This is an optimization exercise on Yosys and OpenROAD, whose aim is small area, not a production implementation. Only simulation tests tie the RTL to the original design; equivalence was not proved. Power figures rest on the tool's default switching activity, not on a simulated workload.

==> flow/design.v, too long to show whole: its modules and the start of the top module <==
// module conv_sample_mem: 1646 lines
// module cell_oai22_4: 6 lines
// module cell_nor2: 6 lines
module conv_sample_mem (
  input  logic                    clk,
  input  logic                    rst,
  input  logic                    ena,
  input  logic                    wr,
  input  logic                    rd,
  input  conv_mem_pkg::pix_addr_t addr,
  input  conv_mem_pkg::pixel_t    pixel,
  output conv_mem_pkg::window_t   window,
  output logic                    window_valid,
  output logic                    ack
);
  // ...
==> flow/run.sh <==
#!/bin/bash
# synth_recipe.tcl (not shown) runs the flow's synth.tcl, then flattens the netlist and writes it again
# the make line also repeats each setting of config.mk as NAME=value (left out here)
make -C /OpenROAD-flow-scripts/flow DESIGN_CONFIG=/design/flow/config.mk WORK_HOME=/design/flow/orfs CLKGATE_MAP_FILE= SYNTH_SCRIPT=/design/flow/synth_recipe.tcl finish
==> flow/config.mk <==
export PLATFORM = sky130hd
export DESIGN_NAME = conv_sample_mem
export DESIGN_NICKNAME = conv_sample_mem
export VERILOG_FILES = /design/flow/design.v
export SDC_FILE = /design/flow/constraint.sdc
export NUM_CORES = 4
export LEC_CHECK = 0
export CAP_MARGIN = 20
export CORE_MARGIN = 2
export CORE_UTILIZATION = 60
export CTS_CLUSTER_DIAMETER = 80
export CTS_CLUSTER_SIZE = 30
export PLACE_DENSITY = 0.7
export SETUP_SLACK_MARGIN = 0.05
export SLEW_MARGIN = 20
export SYNTH_HIERARCHICAL = 1
==> flow/constraint.sdc <==
create_clock -name core_clock -period 6.0 [get_ports {clk}]
set_input_delay 1.2000 -clock core_clock [delete_from_list [all_inputs] [get_ports {clk}]]
set_output_delay 1.2000 -clock core_clock [all_outputs]
set_load 0.01 [all_outputs]
==> notes.md, run 1 <==
CTS Buffer Depth: 3
most used cell, CP: o22ai_1
Synth Register Bits: 1047
met2 usage: 48.5%
slowest CP cell: clkdlybuf4s50_1
placed cells: 3781
PnR worst setup slack: -0.0189 ns
core box area: 0.0672 sq mm
Synth top area share: 75.7%
most frequent cell after synthesis: edfxtp_1
leading area contributor after synthesis: edfxtp_1
Critical Path RT: 4.80 ns
sw frac: 24.9%
antenna violations before repair: 3
HP Class: reg -> reg
crit path max fanout: 20
crit path DAT: 4.82 ns
# Post-CTS Setup Buffers: 0
Pwr Total: 13.3 mW
DR WL met2: 51000 um
final setup vio count: 1
worst-case reg-to-reg path depth: 3
commonest non-fill, non-tap cell in the layout: edfxtp_1
H-tree Lvls: 2
sequential share of power: 60.7%
diodes inserted: 0
status: finished with violations
Post-Syn Nets: 2806
Vias/cell: 7.15
Hold Fails Final Rpt: 0
CP Capture Point: window[23]
I/O pins: 83
Post-layout nets: 2988
Synth top cells by count: edfxtp_1 (1024), o22ai_1 (896), nor2_1 (606)
Failing Checks: setup timing
Routed WL per cell: 29.5 um
Min-Delay Endpoint: addr2[4]
peak supply drop: 0.263 mV
Total GRT Usage: 32.1%
Slew Limit Headroom: 18.4%
final design utilization: 67.4%
==> run 2, diff against run 1 <==
--- a/flow/design.v
+++ b/flow/design.v
@@ -83,30 +83,30 @@
     assign cy[k] = lt[k] & gq[3];
   end
   logic [3:0] ns1 [4];
   for (genvar b = 0; b < 4; b++) begin : g_ns1
     for (genvar k = 0; k < 4; k++) begin : g_k
       assign ns1[b][k] = ~(lt[b] ? gq[(k + 3) % 4] : gq[k]);
     end
   end
-  logic [3:0] row1;
-  assign row1 = row + 4'd1;
-  logic [3:0] hq0 [4], hq1 [4];
+  logic [3:0] hq [4];
+  logic [3:0] ra;
   for (genvar a = 0; a < 4; a++) begin : g_hq
+    assign ra[a] = (row[1:0] == 2'(a));
     for (genvar k = 0; k < 4; k++) begin : g_k
-      assign hq0[a][k] = (2'(row[3:2]  + 2'(2'(a) < row[1:0]))  == 2'(k));
-      assign hq1[a][k] = (2'(row1[3:2] + 2'(2'(a) < row1[1:0])) == 2'(k));
+      assign hq[a][k] = (row[3:2] == 2'(k)) & ~(2'(a) < row[1:0])
+                      | (row[3:2] == 2'((k + 3) % 4)) & (2'(a) < row[1:0]);
     end
   end
   logic [3:0] ns2 [4][4];
   for (genvar b = 0; b < 4; b++) begin : g_rb
     for (genvar a = 0; a < 4; a++) begin : g_a
       for (genvar k = 0; k < 4; k++) begin : g_k
-        assign ns2[a][b][k] = ~(cy[b] ? hq1[a][k] : hq0[a][k]);
+        assign ns2[a][b][k] = ~((cy[b] & ra[a]) ? hq[a][(k + 3) % 4] : hq[a][k]);
       end
     end
   end
   logic [1:0] rr [4];
   logic [1:0] row1l;
   assign row1l = row[1:0] + 2'd1;
   for (genvar c = 0; c < 4; c++) begin : g_rr
     assign rr[c] = (gq[3] & (3'(col[1:0]) + 3'(c) >= 3'd4)) ? row1l : row[1:0];
==> flow/flow/run.sh (new file) <==
#!/bin/bash
# The standard layout (standard synthesis unchanged), except that the
# port buffers are plain buf_2 cells instead of the delay buffer that
# buffer_ports picks by default. make's full output goes to flow_make.log.
set -euo pipefail
cd "$(dirname "$0")/.."
bash standard.sh "BUFFER_PORTS_ARGS=-buffer_cell sky130_fd_sc_hd__buf_2" finish > flow_make.log 2>&1
==> flow/standard.sh (new file) <==
#!/bin/bash
# synth_recipe.tcl (not shown) runs the flow's synth.tcl, then flattens the netlist and writes it again
# the make line also repeats each setting of config.mk as NAME=value (left out here)
make -C /OpenROAD-flow-scripts/flow DESIGN_CONFIG=/design/flow/config.mk WORK_HOME=/design/flow/orfs CLKGATE_MAP_FILE= SYNTH_SCRIPT=/design/flow/synth_recipe.tcl "${@:-finish}"
--- a/flow/config.mk
+++ b/flow/config.mk
@@ -6,11 +6,11 @@
 export NUM_CORES = 4
 export LEC_CHECK = 0
 export CAP_MARGIN = 20
 export CORE_MARGIN = 2
 export CORE_UTILIZATION = 60
 export CTS_CLUSTER_DIAMETER = 80
 export CTS_CLUSTER_SIZE = 30
 export PLACE_DENSITY = 0.7
-export SETUP_SLACK_MARGIN = 0.05
+export SETUP_SLACK_MARGIN = 0.2
 export SLEW_MARGIN = 20
 export SYNTH_HIERARCHICAL = 1
removed: flow/run.sh
==> run 2 against run 1 <==
  * Clock-buffer cell count is 6 lower
  * Core utilization down 1.3 points
  * Register-to-register slack got worse by 0.05 ns
  * The run now finishes clean
  * Clock power hardly changed
  * Critical path type unchanged
  * Highest routed layer is now met4
  * Die area down 0.43%
  * Critical path depth down 3
  * First-iteration DRC count fell by 6.9%
==> notes.md, run 2 <==
status: timing/DRC/antenna clean (was finished with violations)
commonest cells after routing, fill and taps aside: edfxtp_1 (1024), o22ai_1 (874), nor2_1 (576) (was edfxtp_1 (1024), o22ai_1 (862), nor2_1 (575))
commonest non-fill, non-tap cell in the layout: edfxtp_1 (unchanged)
unrepaired setup endpoints after global routing: true (unchanged)
Num CTS Buffers: 43 (was 42)
min Tclk post-route: 5.87 ns (was 6.02 ns)
vias in the first global route: 25277 (was 25887)
Die Y: 264 um (about the same)
post-detail-place hpwl: 75000 um (was 73000 um)
total gr overflow: 0 (unchanged)
die area: 0.0695 sq mm (was 0.0698 sq mm)
largest net degree at the start of global routing: 195 (was 137)
peak supply drop: 0.243 mV (was 0.263 mV)
max reg flops: 1024 (unchanged)
ratio of cells with drive above 1 in the final layout: 9.83% (was 9.00%)
antenna violations before repair: 1 (was 3)
root buffer cell: clkbuf_16 (unchanged)
number of port buffers: 82 (unchanged)
Total GRT Usage: 32.4% (was 32.1%)
WL met3: 14300 um (was 13400 um)
Synth cell types: 38 (was 36)
most frequent cell after synthesis: edfxtp_1 (unchanged)
crit path max fanout: 64 (was 20)
Hold Path Origin: addr1[7] (was addr1[4])
Hold Fails Final Rpt: 0 (unchanged)
clk latency of the worst-skew pair: 0.62 ns (was 0.63 ns)
CP Launch Type: flip-flop (unchanged)
post-synthesis sequential area ratio: 77.1% (was 76.8%)
Main synth FF type: edfxtp_1 (unchanged)
met1 wire length: 42000 um (was 43200 um)
Post-Syn Nets: 2757 (was 2806)
HP Class: reg -> reg (unchanged)
Final TNS setup: 0 ns (was -0.0189 ns)
combinational family with the most area after synthesis: compound AO/OA/AOI/OAI gates (unchanged)
top sig layer: met4 (was met5)
Regs by FF count: img: 1024 flops, addr1: 8 flops, addr2: 8 flops (unchanged)
die width: 264 um (about the same)
Reg-to-Reg Start: wr1 (was addr1[0])
Critical Path Sink Type: output port (unchanged)
Critical Path RT: 4.80 ns (about the same)
Synth top cells by count: edfxtp_1 (1024), o22ai_1 (896), nor2_1 (586) (was edfxtp_1 (1024), o22ai_1 (896), nor2_1 (606))
crit path DAT: 4.67 ns (was 4.82 ns)
largest register by flop count: img (unchanged)
clock sink count: 1047 (unchanged)
Initial Util: 60.5% (about the same)
maximum clock frequency: 170 MHz (was 166 MHz)
final WL: 115000 um (was 114000 um)
core box area: 0.0669 sq mm (was 0.0672 sq mm)
DR WL met2: 52400 um (was 51000 um)
clk_skew: 0.0310 ns (was 0.0248 ns)
Max-cap violations: 0 (unchanged)
Async SR Flop Fraction: 0% (unchanged)
mux contribution to synthesized area: 1.43% (was 0.102%)
Reg clk slew, reported paths: 0.11 ns (was 0.10 ns)
YS warnings: 23 (was 25)
CTS tree: yes (unchanged)
Slew Viols, Final: 0 (unchanged)
Vias/cell: 7.15 (about the same)
CP startpoint: addr2[1] (was addr2[4])
Final ANT Viol Nets: 0 (unchanged)
DR DRC count: 0 (unchanged)
compound-gate portion of the synthesized area: 14.1% (was 14.9%)
Synth top area share: 76.0% (was 75.7%)
Syn-to-layout area delta: 9.24% (was 11.4%)
Initial DRC Count: 3941 (was 4234)
leak pwr: 13.7 nW (was 13.9 nW)
H-tree Lvls: 2 (unchanged)
Post-layout nets: 2928 (was 2988)
diodes inserted: 0 (unchanged)
Routability Congestion: 0.997 (was 1.04)
CTS Buffer Depth: 3 (unchanged)
I/O pins: 83 (unchanged)
pwr dens: 295 mW/mm^2 (was 293 mW/mm^2)
Routed WL per cell: 30.3 um (was 29.5 um)
final design utilization: 66.1% (was 67.4%)
final setup vio count: 0 (was 1)
Synth Area in XOR/XNOR: 0.195% (was 0.723%)
Final period util: 97.8% (was 100%)
critical path type: reg -> out (unchanged)
first-pass GRT wire length: 165000 um (was 164000 um)
# rows: 95 (unchanged)
Post-Synth Adder-Cell Area: 0.124% (was 0.339%)
worst slew pin tran: 1.20 ns (was 1.22 ns)
Simple-Gate Fraction of Synth Area: 6.61% (was 6.72%)
Area contributors post-synth: edfxtp_1 (76%), o22ai_1 (14%), nor2_1 (5.4%), mux2i_1 (1.3%), dfxtp_1 (1.1%) (was edfxtp_1 (76%), o22ai_1 (14%), nor2_1 (5.6%), dfxtp_1 (1.1%), nand2_1 (0.50%))
vias: 27204 (was 27630)
Slew Limit Headroom: 19.7% (was 18.4%)
DRT Pass-1 Iters: 6 (was 5)
number of synthesized flops with an enable pin: 1024 (unchanged)
Syn Inst Count: 2736 (was 2778)
leading area contributor after synthesis: edfxtp_1 (unchanged)
Syn Area/Cell: 14.8 sq um (was 14.6 sq um)
Synth Register Bits: 1047 (unchanged)
mapped cell area: 0.0405 sq mm (was 0.0406 sq mm)
-- run 2: area by class of cell --
type | count | area, sq um
Multi-Input combinational cell | 1651 | 9440
Clock inverter | 12 | 141
Timing Repair Buffer | 141 | 1040
Inverter | 23 | 88.8
Clock buffer | 57 | 1170
Sequential cell | 1047 | 31200
Fill cell | 4735 | 22700
Tap cell | 873 | 1090
-- run 2: logic make-up (layout without fill, tap and decap cells) --
| logic type | Yosys count | after routing |
|---|---|---|
| and+or+nand+nor | 675 | 676 |
| buffers and inverters | 39 | 233 |
| xor gates and xnor gates | 9 | 9 |
| muxes | 56 | 56 |
| adders and majority gates | 4 | 4 |
| AOI/OAI and AO/OA | 906 | 906 |
| DFF | 1047 | 1047 |
-- run 2: critical path, stage by stage (launching register included) --
cell,delay [ns]
dfxtp_4,0.57
buf_6,0.42
inv_2,0.12
mux2_2,0.28
buf_12,0.27
o22ai_1,0.19
nor2_1,0.19
o22ai_1,0.09
nor2_1,0.48
o22ai_1,0.34
o22ai_1,0.50
o22ai_1,0.16
o22ai_1,0.18
buf_2,0.17
-- run 2: worst paths after layout --
| kind | slack, ns | cells after the start | to |
|---|---|---|---|
| min | 0.46 | 0 | addr2[7] |
| max reg2reg | 3.20 | 3 | img[77][2] |
| max | 0.13 | 13 | window[14] |
| min reg2reg | 0.46 | 0 | addr2[7] |
-- run 2: metrics by stage --
stage                     cells  hold WS (ns)  worst slack [ns]  cell area, sq um  power, mW
after global placement     3729         0.433             0.609             42500       9.50
after detailed placement   3731         0.418             0.566             42600       9.52
after global routing       3804         0.459             0.122             44200       13.4
final                      3804         0.456             0.130             44200       13.0
after floorplan            2736         0.372             0.279             40500       8.98
after CTS                  3803         0.452             0.186             44000       13.0
-- run 2: modules after synthesis (local to each module, per instance) --
module | flip-flops and latches | cells inside | copies in the design
conv_sample_mem | 1047 | 1264 | 1
cell_nor2 | 0 | 1 | 576
cell_oai22_4 | 0 | 1 | 896
-- run 2: repair_timing --
item	4_1_cts	5_1_grt
setup buffers	3	0
hold buffers	0	0
cloned	0	1
endpoints found under the hold margin	0	0
setup endpoints to repair	64	64
gates resized for setup	20	47
pin swaps	1	0
-- run 2: report_power, final --
group	switching (mW)	internal, mW
Clock	2.11	1.47
Combinational	1.02	0.387
Sequential	0.0521	8.02
-- run 2: routing by layer --
layer  up-vias  global-route usage [%]
li1      11582                       -
met1     13571                    43.2
met2      1747                    49.7
met3       304                    8.44
met4         0                    16.9
met5         -                       0
==> run 3, diff against run 2 <==
--- a/flow/config.mk
+++ b/flow/config.mk
@@ -7,10 +7,10 @@
 export LEC_CHECK = 0
 export CAP_MARGIN = 20
 export CORE_MARGIN = 2
-export CORE_UTILIZATION = 60
+export CORE_UTILIZATION = 65
 export CTS_CLUSTER_DIAMETER = 80
 export CTS_CLUSTER_SIZE = 30
-export PLACE_DENSITY = 0.7
-export SETUP_SLACK_MARGIN = 0.2
+export PLACE_DENSITY = 0.8
+export SETUP_SLACK_MARGIN = 0.25
 export SLEW_MARGIN = 20
 export SYNTH_HIERARCHICAL = 1
==> run 3 against run 2 <==
  * Sequential share of layout area increased by 0.46 points
  * Global-route usage increased by 2.6 points
  * Critical path depth increased by 1
  * Synthesized cell count unchanged
  * Combinational power decreased by 3%
  * Clock power decreased by 2%
  * Area after synthesis unchanged
==> notes.md, run 3 <==
H-tree Lvls: 2 (unchanged)
HP Class: reg -> reg (unchanged)
Max-cap violations: 0 (unchanged)
fillcell total: 3799 (was 4735)
antenna violations before repair: 0 (was 1)
DR DRC count: 0 (unchanged)
Num CTS Buffers: 42 (was 43)
largest register by flop count: img (unchanged)
sw frac: 24.2% (was 24.3%)
hold slack: 0.467 ns (was 0.456 ns)
# rows: 91 (was 95)
Cell Area, Placed: 0.0425 sq mm (was 0.0426 sq mm)
unrepaired setup endpoints after global routing: true (unchanged)
Syn Inst Count: 2736 (unchanged)
most frequent cell after synthesis: edfxtp_1 (unchanged)
max reg flops: 1024 (unchanged)
post-route cell area: 0.0439 sq mm (was 0.0442 sq mm)
vias: 27504 (was 27204)
placed cells: 3692 (was 3731)
Synth cell types: 38 (unchanged)
I/O pins: 83 (unchanged)
Final period util: 97.6% (was 97.8%)
Routability Congestion: 1.00 (was 0.997)
number of synthesized flops with an enable pin: 1024 (unchanged)
sequential share of power: 62.5% (was 61.9%)
Area contributors post-synth: edfxtp_1 (76%), o22ai_1 (14%), nor2_1 (5.4%), mux2i_1 (1.3%), dfxtp_1 (1.1%) (unchanged)
Initial DRC Count: 4100 (was 3941)
pwr dens: 294 mW/mm^2 (was 295 mW/mm^2)
internal power: 9.79 mW (was 9.88 mW)
Initial Util: 65.7% (was 60.5%)
Async SR Flop Fraction: 0% (unchanged)
Synth top area share: 76.0% (unchanged)
maximum clock frequency: 171 MHz (was 170 MHz)
final WL: 113000 um (was 115000 um)
Reg clk slew, reported paths: 0.12 ns (was 0.11 ns)
Post-Syn Nets: 2757 (unchanged)
root buffer cell: clkbuf_16 (unchanged)
status: timing/DRC/antenna clean (unchanged)
Main synth FF type: edfxtp_1 (unchanged)
Slew Viols, Final: 0 (unchanged)
first-pass GRT wire length: 163000 um (was 165000 um)
critical path type: reg -> out (unchanged)
Syn-to-layout area delta: 8.51% (was 9.24%)
clk_skew: 0.0293 ns (was 0.0310 ns)
final setup vio count: 0 (unchanged)
min Tclk post-route: 5.85 ns (was 5.87 ns)
Routed WL per cell: 30.0 um (was 30.3 um)
Switch Pwr: 3.13 mW (was 3.17 mW)
Synth Register Bits: 1047 (unchanged)
Synth top cells by count: edfxtp_1 (1024), o22ai_1 (896), nor2_1 (586) (unchanged)
Die Y: 254 um (was 264 um)
vias in the first global route: 25612 (was 25277)
CTS tree: yes (unchanged)
total gr overflow: 0 (unchanged)
Critical Path RT: 4.80 ns (about the same)
clock sink count: 1047 (unchanged)
crit path DAT: 4.65 ns (was 4.67 ns)
worst slew pin tran: 1.22 ns (was 1.20 ns)
Total GRT Usage: 35.0% (was 32.4%)
ratio of cells with drive above 1 in the final layout: 8.91% (was 9.83%)
Final ANT Viol Nets: 0 (unchanged)
commonest non-fill, non-tap cell in the layout: edfxtp_1 (unchanged)
CP Launch Type: flip-flop (unchanged)
Hold Fails Final Rpt: 0 (unchanged)
die width: 254 um (was 264 um)
Clock power frac: 27.0% (was 27.4%)
core box area: 0.0616 sq mm (was 0.0669 sq mm)
post-detail-place hpwl: 70700 um (was 75000 um)
commonest cells after routing, fill and taps aside: edfxtp_1 (1024), o22ai_1 (880), nor2_1 (574) (was edfxtp_1 (1024), o22ai_1 (874), nor2_1 (576))
clk latency of the worst-skew pair: 0.65 ns (was 0.62 ns)
Final TNS setup: 0 ns (unchanged)
post-route insts no fill: 3766 (was 3804)
Post-layout nets: 2922 (was 2928)
Critical Path Sink Type: output port (unchanged)
largest net degree at the start of global routing: 217 (was 195)
DRT Pass-1 Iters: 8 (was 6)
Slew Limit Headroom: 18.3% (was 19.7%)
leak pwr: 13.6 nW (was 13.7 nW)
mapped cell area: 0.0405 sq mm (unchanged)
die area: 0.0643 sq mm (was 0.0695 sq mm)
# Post-CTS Setup Buffers: 0 (was 3)
number of port buffers: 82 (unchanged)
peak supply drop: 0.320 mV (was 0.243 mV)
combinational power share: 10.5% (was 10.7%)
Vias/cell: 7.30 (was 7.15)
leading area contributor after synthesis: edfxtp_1 (unchanged)
Pwr Total: 12.9 mW (was 13.0 mW)
YS warnings: 23 (unchanged)
Syn Area/Cell: 14.8 sq um (unchanged)
Regs by FF count: img: 1024 flops, addr1: 8 flops, addr2: 8 flops (unchanged)
CTS Buffer Depth: 3 (unchanged)
crit path max fanout: 20 (was 64)
post-synthesis sequential area ratio: 77.1% (unchanged)
diodes inserted: 0 (unchanged)
## run 3: what timing repair did
item                                    4_1_cts  5_1_grt
endpoints found under the setup margin       64       64
hold buffers                                  0        0
pin swaps                                     0        0
gates cloned                                  0        1
gates resized for setup                      12       34
## run 3: modules after synthesis, one instance, submodules excluded
module	flops+latches	area [sq um]	times used
cell_oai22_4	0	6.26	896
conv_sample_mem	1047	32700	1
cell_nor2	0	3.75	576
## run 3: final timing paths
check	from	cells past startpoint	slack [ns]	to
setup reg to reg	addr1[2]	3	3.07	img[119][2]
hold / removal	rd1	1	0.47	rd2
hold reg to reg	rd1	1	0.47	rd2
setup / recovery	addr2[4]	14	0.15	window[58]
## run 3: critical path, cell delays in order, from the launching register on
cell and delay (ns):
dfxtp_1 0.33, buf_4 0.25, inv_1 0.08, buf_4 0.22
ha_1 0.27, buf_4 0.21, mux2i_1 0.25, mux2i_1 0.45
o22ai_1 0.18, nor2_1 0.43, o22ai_1 0.20, o22ai_1 0.28
o22ai_1 0.15, o22ai_1 0.45, buf_2 0.23
## run 3: per-layer routing
layer | track usage [%] | routed length, um | up-vias
met5 | 0 | 0 | -
met4 | 17.0 | 6590 | 0
met3 | 8.19 | 15400 | 362
met2 | 53.4 | 51400 | 2118
met1 | 48.3 | 39800 | 13464
li1 | - | - | 11560
## run 3: cells by family after synthesis
group / count (synthesis) / synth area share, %
DFF: 1047 / 77.1
and+or+nand+nor: 675 / 6.61
buffers and inverters: 39 / 0.451
muxes: 56 / 1.43
xor gates and xnor gates: 9 / 0.195
adders and majority gates: 4 / 0.124
AOI/OAI and AO/OA: 906 / 14.1
## run 3: metrics by stage
step,setup WS [ns],util [%]
final,0.146,71.3
after global routing,0.155,71.3
after CTS,0.271,71.0
after detailed placement,0.469,68.9
after global placement,0.534,68.9
after floorplan,0.279,-
## run 3: cell type report
cell class              count  area (sq um)  share of cell area (%)
well taps                 837          1050                    2.39
multi-input cells        1651          9310                    21.2
clock inverters             7          78.8                   0.180
inverters                  23          88.8                   0.202
flip-flops and latches   1047         31200                    71.1
repair buffers            136           982                    2.24
clock buffers              65          1170                    2.66
## run 3: power by group through the flow
stage / logic (mW) / clock network [mW] / registers, mW
after CTS: 1.27 / 3.49 / 8.07
after global placement: 1.23 / 0 / 8.24
after floorplan: 0.700 / 0 / 8.28
final: 1.36 / 3.49 / 8.07
after detailed placement: 1.26 / 0 / 8.24
after global routing: 1.39 / 3.72 / 8.08
==> run 4, diff against run 3 <==
--- a/flow/config.mk
+++ b/flow/config.mk
@@ -7,10 +7,10 @@
 export LEC_CHECK = 0
 export CAP_MARGIN = 20
 export CORE_MARGIN = 2
-export CORE_UTILIZATION = 65
+export CORE_UTILIZATION = 75
 export CTS_CLUSTER_DIAMETER = 80
 export CTS_CLUSTER_SIZE = 30
-export PLACE_DENSITY = 0.8
+export PLACE_DENSITY = 0.9
 export SETUP_SLACK_MARGIN = 0.25
 export SLEW_MARGIN = 20
 export SYNTH_HIERARCHICAL = 1
==> run 4 against run 3 <==
  * Critical path depth decreased by 3
  * Routed wire length increased by 2.4%
  * Register-to-register slack about the same
  * Clock-buffer cell count increased by 5
  * Final cell count decreased by 3.4%
  * Global-route usage increased by 6.1 points
  * Clock power increased by 4%
  * Critical endpoint is now window[34]
  * Clock skew about the same
  * Total power increased by 1.4%
  * Largest cell class unchanged
  * Largest power group unchanged
==> notes.md, run 4 <==
DRT Pass-1 Iters: 8 (unchanged)
Initial Util: 75.5% (was 65.7%)
Die Y: 236 um (was 254 um)
largest register by flop count: img (unchanged)
number of port buffers: 82 (unchanged)
slowest stage delay, CP: 0.58 ns (was 0.45 ns)
flop2flop setup slack: 3.06 ns (was 3.07 ns)
critical path type: reg -> out (unchanged)
diodes inserted: 0 (unchanged)
ratio of cells with drive above 1 in the final layout: 9.62% (was 8.91%)
antenna violations before repair: 1 (was 0)
Hold Path Origin: addr1[6] (was rd1)
Max-cap violations: 0 (unchanged)
final WL: 116000 um (was 113000 um)
commonest non-fill, non-tap cell in the layout: edfxtp_1 (unchanged)
Area contributors post-synth: edfxtp_1 (76%), o22ai_1 (14%), nor2_1 (5.4%), mux2i_1 (1.3%), dfxtp_1 (1.1%) (unchanged)
Synth top area share: 76.0% (unchanged)
Async SR Flop Fraction: 0% (unchanged)
die width: 236 um (was 254 um)
first-pass GRT wire length: 167000 um (was 163000 um)
DR DRC count: 0 (unchanged)
Num CTS Buffers: 42 (unchanged)
status: timing/DRC/antenna clean (unchanged)
clk latency of the worst-skew pair: 0.64 ns (was 0.65 ns)
Synth top cells by count: edfxtp_1 (1024), o22ai_1 (896), nor2_1 (586) (unchanged)
Synth Register Bits: 1047 (unchanged)
clock sink count: 1047 (unchanged)
HP Class: reg -> reg (unchanged)
YS warnings: 23 (unchanged)
max reg flops: 1024 (unchanged)
CP Cell Sequence: and2_2 -> inv_1 -> mux2i_1 -> inv_1 -> o22ai_1 -> nor2_1 -> o22ai_1 -> o22ai_1 -> o22ai_1 -> o22ai_1 -> buf_2 (was buf_4 -> inv_1 -> buf_4 -> ha_1 -> buf_4 -> mux2i_1 -> mux2i_1 -> o22ai_1 -> nor2_1 -> o22ai_1 -> o22ai_1 -> o22ai_1 -> o22ai_1 -> buf_2)
Bufs and invs on worst path: 3 (was 5)
Post-Syn Nets: 2757 (unchanged)
Critical Path RT: 4.80 ns (about the same)
# rows: 85 (was 91)
min Tclk post-route: 5.84 ns (was 5.85 ns)
Synth cell types: 38 (unchanged)
hold path depth: 0 (was 1)
fillcell total: 2663 (was 3799)
Critical Path Sink Type: output port (unchanged)
post-synthesis sequential area ratio: 77.1% (unchanged)
most used cell, CP: o22ai_1 (unchanged)
worst-case reg-to-reg path depth: 4 (was 3)
hold slack: 0.439 ns (was 0.467 ns)
Slew Viols, Final: 0 (unchanged)
Min-Delay Endpoint: addr2[6] (was rd2)
CTS tree: yes (unchanged)
unrepaired setup endpoints after global routing: true (unchanged)
hold buffers post-CTS: 0 (unchanged)
Initial DRC Count: 5464 (was 4100)
vias: 28368 (was 27504)
Reg clk slew, reported paths: 0.11 ns (was 0.12 ns)
Pwr Total: 13.1 mW (was 12.9 mW)
Vias/cell: 7.80 (was 7.30)
slowest CP cell: and2_2 (was mux2i_1)
CTS Buffer Depth: 3 (unchanged)
H-tree Lvls: 2 (unchanged)
crit path DAT: 4.64 ns (was 4.65 ns)
Worst path depth: 11 (was 14)
Syn Area/Cell: 14.8 sq um (unchanged)
Reg-to-Reg Start: wr1 (was addr1[2])
worst reg2reg path endpoint: img[86][3] (was img[119][2])
post-detail-place hpwl: 73200 um (was 70700 um)
CP Launch Type: flip-flop (unchanged)
final design utilization: 82.0% (was 71.3%)
I/O pins: 83 (unchanged)
total gr overflow: 0 (unchanged)
Hold Fails Final Rpt: 0 (unchanged)
pwr dens: 298 mW/mm^2 (was 294 mW/mm^2)
leading area contributor after synthesis: edfxtp_1 (unchanged)
Slew Limit Headroom: 18.6% (was 18.3%)
final setup vio count: 0 (unchanged)
Routability Congestion: 1.02 (was 1.00)
Routed WL per cell: 31.8 um (was 30.0 um)
worst slew pin tran: 1.22 ns (about the same)
Main synth FF type: edfxtp_1 (unchanged)
number of synthesized flops with an enable pin: 1024 (unchanged)
Final period util: 97.4% (was 97.6%)
Syn-to-layout area delta: 8.56% (was 8.51%)
clk_skew: 0.0291 ns (was 0.0293 ns)
Total GRT Usage: 41.1% (was 35.0%)
Top Family by Delay on Critical Path: compound AO/OA/AOI/OAI gates (unchanged)
die area: 0.0558 sq mm (was 0.0643 sq mm)
largest net degree at the start of global routing: 109 (was 217)
core box area: 0.0536 sq mm (was 0.0616 sq mm)
Final ANT Viol Nets: 0 (unchanged)
Final TNS setup: 0 ns (unchanged)
crit path max fanout: 13 (was 20)
mapped cell area: 0.0405 sq mm (unchanged)
leak pwr: 13.7 nW (was 13.6 nW)
Syn Inst Count: 2736 (unchanged)
Post-layout nets: 2929 (was 2922)
commonest cells after routing, fill and taps aside: edfxtp_1 (1024), o22ai_1 (877), nor2_1 (577) (was edfxtp_1 (1024), o22ai_1 (880), nor2_1 (574))
vias in the first global route: 26927 (was 25612)
root buffer cell: clkbuf_16 (unchanged)
most frequent cell after synthesis: edfxtp_1 (unchanged)
Regs by FF count: img: 1024 flops, addr1: 8 flops, addr2: 8 flops (unchanged)
maximum clock frequency: 171 MHz (about the same)
peak supply drop: 0.333 mV (was 0.320 mV)
==> run 4: worst max-delay path by stage <==
stage               startpoint          to
detailed placement    addr2[4]  window[29]
global placement      addr2[4]  window[29]
floorplan             addr2[3]  window[48]
global route          addr2[0]  window[57]
CTS                   addr2[1]   window[7]
finish                addr2[6]  window[34]
==> run 4: cells by family (layout without fill, tap and decap cells) <==
logic type	after synthesis	after routing	share of synthesized area (%)
buffers and inverters	39	244	0.451
and+or+nand+nor	675	676	6.61
muxes	56	56	1.43
adders and majority gates	4	4	0.124
AOI/OAI and AO/OA	906	906	14.1
DFF	1047	1047	77.1
xor gates and xnor gates	9	9	0.195
==> run 4: layout make-up <==
cell class	count	area, sq um	area share, %
Sequential cell	1047	31200	71.1
Timing Repair Buffer	142	1000	2.29
Clock buffer	70	1250	2.85
Clock inverter	8	95.1	0.216
Tap cell	696	871	1.98
Inverter	23	90.1	0.205
Timing Repair inverter	1	5.00	0.0114
Multi-Input combinational cell	1651	9380	21.3
==> run 4: power breakdown <==
part           switching (mW)  total [mW]  internal, mW
logic                    1.03        1.41         0.382
registers              0.0506        8.07          8.02
clock network            2.11        3.62          1.52
total                    3.18        13.1          9.92
==> run 4: repair_timing <==
action | CTS | global route
cloned | 1 | 1
setup buffers | 2 | 0
hold endpoints to repair | 0 | 0
endpoints found under the setup margin | 64 | 64
gates resized for setup | 19 | 42
==> run 4: metrics by stage <==
step / setup WS, ns / instance area, sq um / instances
floorplan: 0.279 / 40500 / 2736
global placement: 0.463 / 42300 / 3556
detailed placement: 0.213 / 42300 / 3556
CTS: 0.233 / 43700 / 3637
global route: 0.217 / 43900 / 3638
finish: 0.156 / 43900 / 3638
==> run 4: metal layers <==
layer	vias to the layer above	part of all wire, %	global-route usage (%)	wire length, um
met5	-	0.031	0	36
met4	2	7.2	23.1	8310
met3	541	17	12.9	19100
met2	2762	44	61.6	51400
met1	13465	32	54.3	37000
li1	11598	-	-	-
==> run 4: modules after synthesis (local to each module, per instance) <==
module,cell area [sq um],cells inside,times used,flip-flops and latches
conv_sample_mem,32700,1264,1,1047
cell_oai22_4,6.26,1,896,0
cell_nor2,3.75,1,576,0

[re-timing with driven ports]
Ports are ideal in the flow. The routed layouts listed here were re-timed in OpenROAD.
Step 1 sets driving cells, clkbuf_16 on the clock port and buf_2 on the other inputs (assumed; they add their load-dependent delay and slew).
Step 2 adds t to the input delays and takes it off the output delays; t is the mean of the earliest and latest rising clock arrival at the registers after step 1. Input paths then give back, and output paths get back, about the clock's delay inside the block.
Slacks: ideal ports / drivers / drivers and shift; pairs: ideal ports / drivers.
| run | t (ns) | slack for setup (ns) | worst setup path at the end | latest minus earliest clock arrival (ns) | worst register clock-pin slew, ns |
|---|---|---|---|---|---|
| run 1 | 0.691 | -0.019 / -0.086 / 0.605 | register to output | 0.034 / 0.034 | 0.12 / 0.12 |
| run 2 | 0.670 | 0.130 / 0.067 / 0.737 | register to output | 0.037 / 0.036 | 0.11 / 0.11 |
| run 3 | 0.693 | 0.146 / 0.080 / 0.773 | register to output | 0.038 / 0.038 | 0.12 / 0.12 |
| run 4 | 0.682 | 0.156 / 0.093 / 0.775 | register to output | 0.037 / 0.036 | 0.11 / 0.11 |
